Context: an optimization exercise on an open-source flow, tuned for small area, a short achievable clock period and few clock cycles per item. The choices shown serve that exercise and are no tape-out recipe. Only simulation tests tie the RTL to the original design; equivalence was not proved. Power and IR drop assume default switching activity.

==> inputs of run B <==
## keyed_entry_table_with_aging_unit
module keyed_entry_table_with_aging_unit #(
    parameter int ENTRIES       = 16,
    parameter int PAYLOAD_WIDTH = 64,
    parameter int JOINT_WIDTH   = 64,
    parameter int TIME_WIDTH    = 12
) (
    input  logic                     i_clk,
    input  logic                     i_rst_n,
    input  logic                     i_in_valid,
    output logic                     o_in_stall,
    input  logic [1:0]               i_req_type,
    input  logic [keta_pkg::KEY_W-1:0]         i_net_id,
    input  logic                     i_has_payload,
    input  logic                     i_in_game,
    input  logic [PAYLOAD_WIDTH-1:0] i_payload,
    input  logic [JOINT_WIDTH-1:0]   i_joint_data,
    output logic                     o_out_valid,
    input  logic                     i_out_stall,
    output logic [2:0]               o_status,
    output logic [keta_pkg::SLOT_W-1:0]        o_slot,
    output logic                     o_out_in_game,
    output logic [PAYLOAD_WIDTH-1:0] o_out_payload,
    output logic [JOINT_WIDTH-1:0]   o_out_joint,
    output logic [keta_pkg::COUNT_W-1:0]       o_expired_count,
    input  logic                     i_cfg_valid,
    output logic                     o_cfg_ready,
  ...
Settings: LEC_CHECK=0, ABC_AREA=1, ABC_CLOCK_PERIOD_IN_PS=2500, CAP_MARGIN=20, CORE_MARGIN=2, CORE_UTILIZATION=55, CTS_CLUSTER_DIAMETER=80, CTS_CLUSTER_SIZE=20, SETUP_SLACK_MARGIN=5.0, SLEW_MARGIN=20, TNS_END_PERCENT=0; clock period 8.0 ns.
standard.sh (not shown) runs the stock make flow with config.mk's settings and CLKGATE_MAP_FILE= SYNTH_SCRIPT=/design/flow/synth_recipe.tcl, a recipe that flattens the netlist after the stock synthesis.
==> flow/flow/run.sh <==
#!/bin/bash
# The standard layout (standard.sh: standard synthesis through final), with one change:
# the port buffers that global placement inserts are plain buffers (buf_4) instead of the
# delay buffers buffer_ports picks by default. Every port still gets its buffer.
set -euo pipefail
bash standard.sh "BUFFER_PORTS_ARGS=-buffer_cell sky130_fd_sc_hd__buf_4" finish > standard_flow.log 2>&1
==> inputs of run M, as changes to run B <==
--- a/flow/design.v
+++ b/flow/design.v
@@ -152,80 +152,32 @@
     t_res                     r_q;
     logic [ENTRIES-1:0]       r_q_rsel;      
     logic                     r_in_stall;
     logic w_accept, w_upd, w_jnt, w_lkp, w_tick, w_take, w_load_o, w_load_q;
     logic [ENTRIES-1:0] w_hit, w_free, w_key_we, w_ent_we, w_pl_we, w_jt_we;
-    logic [ENTRIES-1:0] w_ge, w_rsel, w_sel, w_old_tick, w_old_keep;
+    logic [ENTRIES-1:0] w_ge, w_rsel, w_sel;
     logic               w_any_hit, w_any_free;
     logic [IDX_W-1:0]   w_hit_idx, w_free_idx, w_slot;
     logic [TW-1:0]      w_thr;
     logic               w_thr_big;
     t_res               w_res;
     logic [PAYLOAD_WIDTH-1:0] w_pl_rdata;
     logic [JOINT_WIDTH-1:0]   w_jt_rdata;
     function automatic logic ge(input logic [TW-1:0] a, input logic [TW-1:0] b);
-        logic [15:0] g, e;
-        logic [7:0]  g1, e1;
-        logic [3:0]  g2, e2;
-        logic [1:0]  g3, e3;
-        g = '0;
-        e = '1;
+        ge = 1'b1;
         for (int i = 0; i < TW; i++) begin
-            g[i] = a[i] & ~b[i];
-            e[i] = ~(a[i] ^ b[i]);
-        end
-        for (int i = 0; i < 8; i++) begin
-            g1[i] = g[2*i+1] | (e[2*i+1] & g[2*i]);
-            e1[i] = e[2*i+1] & e[2*i];
-        end
-        for (int i = 0; i < 4; i++) begin
-            g2[i] = g1[2*i+1] | (e1[2*i+1] & g1[2*i]);
-            e2[i] = e1[2*i+1] & e1[2*i];
-        end
-        for (int i = 0; i < 2; i++) begin
-            g3[i] = g2[2*i+1] | (e2[2*i+1] & g2[2*i]);
-            e3[i] = e2[2*i+1] & e2[2*i];
-        end
-        ge = g3[1] | (e3[1] & (g3[0] | e3[0]));
-    endfunction
-    function automatic logic [TW-1:0] inc(input logic [TW-1:0] a);
-        logic c;
-        for (int i = 0; i < TW; i++) begin
-            c = 1'b1;
-            for (int j = i - 1; j >= 0; j--) c = c & a[j];
-            inc[i] = a[i] ^ c;
+            ge = (a[i] & ~b[i]) | (~(a[i] ^ b[i]) & ge);
         end
     endfunction
     function automatic logic [CW-1:0] count16(input logic [15:0] v);
-        logic [2:0]  c2 [8];
-        logic [4:0]  c4 [4];
-        logic [8:0]  c8 [2];
-        logic [16:0] c16;
-        for (int i = 0; i < 8; i++) begin
-            c2[i][0] = !v[2*i] && !v[2*i+1];
-            c2[i][1] = v[2*i] ^ v[2*i+1];
-            c2[i][2] = v[2*i] && v[2*i+1];
-        end
-        for (int i = 0; i < 4; i++) begin
-            c4[i] = '0;
-            for (int a = 0; a < 3; a++)
-                for (int b = 0; b < 3; b++)
-                    c4[i][a+b] = c4[i][a+b] | (c2[2*i][a] & c2[2*i+1][b]);
-        end
-        for (int i = 0; i < 2; i++) begin
-            c8[i] = '0;
-            for (int a = 0; a < 5; a++)
-                for (int b = 0; b < 5; b++)
-                    c8[i][a+b] = c8[i][a+b] | (c4[2*i][a] & c4[2*i+1][b]);
-        end
-        c16 = '0;
-        for (int a = 0; a < 9; a++)
-            for (int b = 0; b < 9; b++)
-                c16[a+b] = c16[a+b] | (c8[0][a] & c8[1][b]);
-        count16 = '0;
-        for (int k = 0; k < 17; k++)
-            if (c16[k]) count16 = count16 | CW'(k);
+        logic [1:0] c2 [8];
+        logic [2:0] c4 [4];
+        logic [3:0] c8 [2];
+        for (int i = 0; i < 8; i++) c2[i] = {1'b0, v[2*i]} + {1'b0, v[2*i+1]};
+        for (int i = 0; i < 4; i++) c4[i] = {1'b0, c2[2*i]} + {1'b0, c2[2*i+1]};
+        for (int i = 0; i < 2; i++) c8[i] = {1'b0, c4[2*i]} + {1'b0, c4[2*i+1]};
+        count16 = {1'b0, c8[0]} + {1'b0, c8[1]};
     endfunction
     assign o_in_stall  = r_in_stall;
     assign w_accept    = i_in_valid && !r_in_stall;
     assign o_cfg_ready = 1'b1;
     assign w_upd  = w_accept && (i_req_type == keta_pkg::REQ_UPDATE);
@@ -288,25 +240,22 @@
                 r_to1_big <= (|i_cfg_data[keta_pkg::CFG_W-1:TW]) || (&i_cfg_data[TW-1:0]);
                 r_to_zero <= (i_cfg_data == '0);
             end
         end
     end
-    always_comb begin
-        for (int i = 0; i < ENTRIES; i++) begin
-            w_old_tick[i] = w_ge[i] && !(&r_age[i]);
-            w_old_keep[i] = r_refresh ? w_ge[i] : r_old[i];
-        end
-    end
     always_ff @(posedge i_clk) begin
         for (int i = 0; i < ENTRIES; i++) begin
             if (w_ent_we[i]) begin
                 r_age[i]  <= TW'(1);
+                r_old[i]  <= r_to_zero;
                 r_flag[i] <= i_in_game;
             end else if (w_tick) begin
-                r_age[i]  <= inc(r_age[i]);
+                r_age[i]  <= r_age[i] + 1'b1;
+                r_old[i]  <= w_ge[i] && !(&r_age[i]);
+            end else if (r_refresh) begin
+                r_old[i]  <= w_ge[i];
             end
-            r_old[i] <= w_ent_we[i] ? r_to_zero : (w_tick ? w_old_tick[i] : w_old_keep[i]);
         end
     end
     assign w_sel = w_rsel | (r_q_rsel & {ENTRIES{r_q_valid}});
     keta_ram #(
         .DEPTH (ENTRIES),
==> flow/run.sh (new file) <==
#!/bin/bash
# synth_recipe.tcl (not shown) runs the flow's synth.tcl, then flattens the netlist and writes it again
# the make line also repeats each setting of config.mk as NAME=value (left out here)
make -C /OpenROAD-flow-scripts/flow DESIGN_CONFIG=/design/flow/config.mk WORK_HOME=/design/flow/orfs CLKGATE_MAP_FILE= SYNTH_SCRIPT=/design/flow/synth_recipe.tcl finish
==> flow/config.mk (replaced) <==
export PLATFORM = sky130hd
export DESIGN_NAME = keyed_entry_table_with_aging_unit
export DESIGN_NICKNAME = keyed_entry_table_with_aging_unit
export VERILOG_FILES = /design/flow/design.v
export SDC_FILE = /design/flow/constraint.sdc
export NUM_CORES = 4
export LEC_CHECK = 0
export CAP_MARGIN = 20
export CORE_MARGIN = 2
export CORE_UTILIZATION = 55
export CTS_BUF_LIST = sky130_fd_sc_hd__clkbuf_4 sky130_fd_sc_hd__clkbuf_8
export SETUP_SLACK_MARGIN = 5.0
export SLEW_MARGIN = 20
removed: flow/flow/run.sh
removed: flow/standard.sh
==> inputs of run A, as changes to run B <==
--- a/flow/design.v
+++ b/flow/design.v
@@ -150,11 +150,19 @@
     logic [JOINT_WIDTH-1:0]   r_o_joint;
     logic                     r_q_valid;     
     t_res                     r_q;
     logic [ENTRIES-1:0]       r_q_rsel;      
     logic                     r_in_stall;
-    logic w_accept, w_upd, w_jnt, w_lkp, w_tick, w_take, w_load_o, w_load_q;
+    logic w_accept, w_exec, w_upd, w_jnt, w_lkp, w_tick, w_take, w_load_o, w_load_q;
+    logic w_s1_valid, w_out_valid, w_q_valid;
+    logic                     r_s1_valid;
+    logic [1:0]               r_s1_type;
+    logic [keta_pkg::KEY_W-1:0] r_s1_key;
+    logic                     r_s1_has_payload;
+    logic                     r_s1_in_game;
+    logic [PAYLOAD_WIDTH-1:0] r_s1_data;       
+    logic w_o_new, w_o_fromq, w_o_hold;
     logic [ENTRIES-1:0] w_hit, w_free, w_key_we, w_ent_we, w_pl_we, w_jt_we;
     logic [ENTRIES-1:0] w_ge, w_rsel, w_sel, w_old_tick, w_old_keep;
     logic               w_any_hit, w_any_free;
     logic [IDX_W-1:0]   w_hit_idx, w_free_idx, w_slot;
     logic [TW-1:0]      w_thr;
@@ -225,30 +233,40 @@
         for (int k = 0; k < 17; k++)
             if (c16[k]) count16 = count16 | CW'(k);
     endfunction
     assign o_in_stall  = r_in_stall;
     assign w_accept    = i_in_valid && !r_in_stall;
+    assign w_exec      = r_s1_valid && !r_refresh && (!r_q_valid || w_take);
     assign o_cfg_ready = 1'b1;
-    assign w_upd  = w_accept && (i_req_type == keta_pkg::REQ_UPDATE);
-    assign w_jnt  = w_accept && (i_req_type == keta_pkg::REQ_JOINT);
-    assign w_lkp  = w_accept && (i_req_type == keta_pkg::REQ_LOOKUP);
-    assign w_tick = w_accept && (i_req_type == keta_pkg::REQ_TICK);
-    assign w_key_we = {ENTRIES{w_upd}} & w_free;
+    assign w_upd  = w_exec && (r_s1_type == keta_pkg::REQ_UPDATE);
+    assign w_jnt  = w_exec && (r_s1_type == keta_pkg::REQ_JOINT);
+    assign w_lkp  = w_exec && (r_s1_type == keta_pkg::REQ_LOOKUP);
+    assign w_tick = w_exec && (r_s1_type == keta_pkg::REQ_TICK);
+    always_ff @(posedge i_clk) begin
+        if (w_accept) begin
+            r_s1_type        <= i_req_type;
+            r_s1_key         <= i_net_id;
+            r_s1_has_payload <= i_has_payload;
+            r_s1_in_game     <= i_in_game;
+            r_s1_data        <= (i_req_type == keta_pkg::REQ_JOINT) ? i_joint_data : i_payload;
+        end
+    end
+    assign w_key_we = w_free;
     keta_key_cam #(
         .ENTRIES (ENTRIES)
     ) u_cam (
         .i_clk   (i_clk),
         .i_we    (w_key_we),
-        .i_key   (i_net_id),
+        .i_key   (r_s1_key),
         .i_valid (r_valid),
         .o_hit   (w_hit),
         .o_free  (w_free)
     );
     assign w_any_hit  = |w_hit;
     assign w_any_free = !(&r_valid);
-    assign w_ent_we = {ENTRIES{w_upd}} & (w_hit | w_free);
-    assign w_pl_we  = {ENTRIES{w_upd && i_has_payload}} & (w_hit | (w_free & {ENTRIES{!w_any_hit}}));
+    assign w_ent_we = w_free | ({ENTRIES{w_upd}} & w_hit);
+    assign w_pl_we  = {ENTRIES{w_upd && r_s1_has_payload}} & (w_hit | (w_free & {ENTRIES{!w_any_hit}}));
     assign w_jt_we  = {ENTRIES{w_jnt}} & w_hit;
     assign w_rsel   = {ENTRIES{w_lkp}} & w_hit;
     always_comb begin
         w_hit_idx  = '0;
         w_free_idx = '0;
@@ -298,46 +316,46 @@
     end
     always_ff @(posedge i_clk) begin
         for (int i = 0; i < ENTRIES; i++) begin
             if (w_ent_we[i]) begin
                 r_age[i]  <= TW'(1);
-                r_flag[i] <= i_in_game;
+                r_flag[i] <= r_s1_in_game;
             end else if (w_tick) begin
                 r_age[i]  <= inc(r_age[i]);
             end
             r_old[i] <= w_ent_we[i] ? r_to_zero : (w_tick ? w_old_tick[i] : w_old_keep[i]);
         end
     end
-    assign w_sel = w_rsel | (r_q_rsel & {ENTRIES{r_q_valid}});
+    assign w_sel = (w_rsel & {ENTRIES{w_o_new}}) | (r_q_rsel & {ENTRIES{w_o_fromq}});
     keta_ram #(
         .DEPTH (ENTRIES),
         .WIDTH (PAYLOAD_WIDTH)
     ) u_payload_ram (
         .i_clk   (i_clk),
         .i_we    (w_pl_we),
-        .i_wdata (i_payload),
+        .i_wdata (r_s1_data),
         .i_rsel  (w_sel),
         .o_rdata (w_pl_rdata)
     );
     keta_ram #(
         .DEPTH (ENTRIES),
         .WIDTH (JOINT_WIDTH)
     ) u_joint_ram (
         .i_clk   (i_clk),
         .i_we    (w_jt_we),
-        .i_wdata (i_joint_data),
+        .i_wdata (r_s1_data),
         .i_rsel  (w_sel),
         .o_rdata (w_jt_rdata)
     );
     always_comb begin
         w_res = '0;
-        unique case (i_req_type)
+        unique case (r_s1_type)
             keta_pkg::REQ_UPDATE: begin
                 w_res.status  = w_any_hit ? keta_pkg::STS_UPDATED
                               : w_any_free ? keta_pkg::STS_ALLOCATED : keta_pkg::STS_DROPPED;
                 w_res.slot    = w_slot;
-                w_res.in_game = i_in_game && (w_any_hit || w_any_free);
+                w_res.in_game = r_s1_in_game && (w_any_hit || w_any_free);
             end
             keta_pkg::REQ_JOINT: begin
                 w_res.status  = w_any_hit ? keta_pkg::STS_UPDATED : keta_pkg::STS_MISS;
                 w_res.slot    = w_hit_idx;
                 w_res.in_game = |(w_hit & r_flag);
@@ -351,38 +369,38 @@
                 w_res.status  = keta_pkg::STS_TICK_DONE;
                 w_res.count   = count16(r_valid & r_old);
             end
         endcase
     end
-    assign w_take   = r_out_valid && !i_out_stall;
-    assign w_load_o = r_q_valid ? w_take : (w_accept && (!r_out_valid || !i_out_stall));
-    assign w_load_q = !r_q_valid && w_accept && r_out_valid && i_out_stall;
+    assign w_take    = r_out_valid && !i_out_stall;
+    assign w_o_new   = w_exec && !r_q_valid && (!r_out_valid || !i_out_stall);
+    assign w_o_fromq = r_q_valid && w_take;
+    assign w_load_o  = w_o_new || w_o_fromq;
+    assign w_o_hold  = r_out_valid && !w_load_o;
+    assign w_load_q  = w_exec && (r_q_valid || (r_out_valid && i_out_stall));
+    assign w_s1_valid  = w_accept || (r_s1_valid && !w_exec);
+    assign w_out_valid = w_load_o || (r_out_valid && !w_take);
+    assign w_q_valid   = w_load_q || (r_q_valid && !w_take);
     always_ff @(posedge i_clk) begin
         if (!i_rst_n) begin
+            r_s1_valid  <= 1'b0;
             r_out_valid <= 1'b0;
             r_q_valid   <= 1'b0;
             r_in_stall  <= 1'b0;
         end else begin
-            if (w_load_o) begin
-                r_out_valid <= 1'b1;
-            end else if (w_take) begin
-                r_out_valid <= 1'b0;
-            end
-            if (w_load_q) begin
-                r_q_valid <= 1'b1;
-            end else if (w_take) begin
-                r_q_valid <= 1'b0;
-            end
-            r_in_stall <= w_load_q || (r_q_valid && !w_take) || i_cfg_valid;
+            r_s1_valid  <= w_s1_valid;
+            r_out_valid <= w_out_valid;
+            r_q_valid   <= w_q_valid;
+            r_in_stall  <= w_s1_valid && w_out_valid && w_q_valid;
         end
     end
     always_ff @(posedge i_clk) begin
-        if (w_load_o) begin
-            r_o         <= r_q_valid ? r_q : w_res;
-            r_o_payload <= w_pl_rdata;
-            r_o_joint   <= w_jt_rdata;
-        end
+        r_o         <= (w_o_new ? w_res : '0) | (w_o_fromq ? r_q : '0) | (w_o_hold ? r_o : '0);
+        r_o_payload <= w_pl_rdata | (r_o_payload & {PAYLOAD_WIDTH{w_o_hold}});
+        r_o_joint   <= w_jt_rdata | (r_o_joint & {JOINT_WIDTH{w_o_hold}});
+    end
+    always_ff @(posedge i_clk) begin
         if (w_load_q) begin
             r_q      <= w_res;
             r_q_rsel <= w_rsel;
         end
     end
--- a/flow/config.mk
+++ b/flow/config.mk
@@ -7,11 +7,11 @@
 export LEC_CHECK = 0
 export ABC_AREA = 1
 export ABC_CLOCK_PERIOD_IN_PS = 2500
 export CAP_MARGIN = 20
 export CORE_MARGIN = 2
-export CORE_UTILIZATION = 55
+export CORE_UTILIZATION = 65
 export CTS_CLUSTER_DIAMETER = 80
 export CTS_CLUSTER_SIZE = 20
 export SETUP_SLACK_MARGIN = 5.0
 export SLEW_MARGIN = 20
 export TNS_END_PERCENT = 0
==> summary of the runs <==
- The lowest routed wire length belongs to run B, the highest to run M.
- Synthesized cell count: run M is smaller than run A (about 35%).
- Run B went through all stages and came out clean. Run A completed with no timing, DRC or antenna violations. Run M passed the timing, design-rule and antenna checks.
- Against run A, the utilization of run M is lower by 2.2 points.
- Against run A, the register-to-register slack of run M is lower by 0.77 ns.
- Between run B and run M, the lower count of clock-buffer cells in the layout is in run B (gap 396).
- Clock skew: run A < run B < run M.
- Combinational power, lowest first: run A, run M, run B.
Testbench counts of run B, summed over its fixed seeds: cycles 4,816, items 4,800.
Testbench counts of run M, summed over its fixed seeds: cycles 4,816, items 4,800.
Testbench counts of run A, summed over its fixed seeds: cycles 4,816, items 4,800.

what the ideal ports hide:
Ports are ideal in the flow. The routed layouts listed here were re-timed in OpenROAD.
Step 1 assumes that a clkbuf_16 drives the clock port and a buf_2 every other input.
Step 2 times the ports against the registers' clock, not the clock port: input delays grow and output delays shrink by t, the midpoint of the rising clock arrivals with the driver on.
Slacks: ideal / step 1 / step 2; pairs: ideal / step 1.
| run | t, ns | setup WS [ns] | slew at the worst register clock pin (ns) |
|---|---|---|---|
| run B | 0.945 | 4.512 / 4.465 / 3.521 | 0.09 / 0.09 |
| run M | 1.207 | 3.821 / 3.821 / 2.996 | 0.08 / 0.08 |
| run A | 0.942 | 4.593 / 4.593 / 3.809 | 0.09 / 0.09 |
After both steps setup and hold are still met in every run listed. For run B, which loses most, drivers alone change the setup slack by -0.047 ns; drivers and shift together by -0.991 ns.
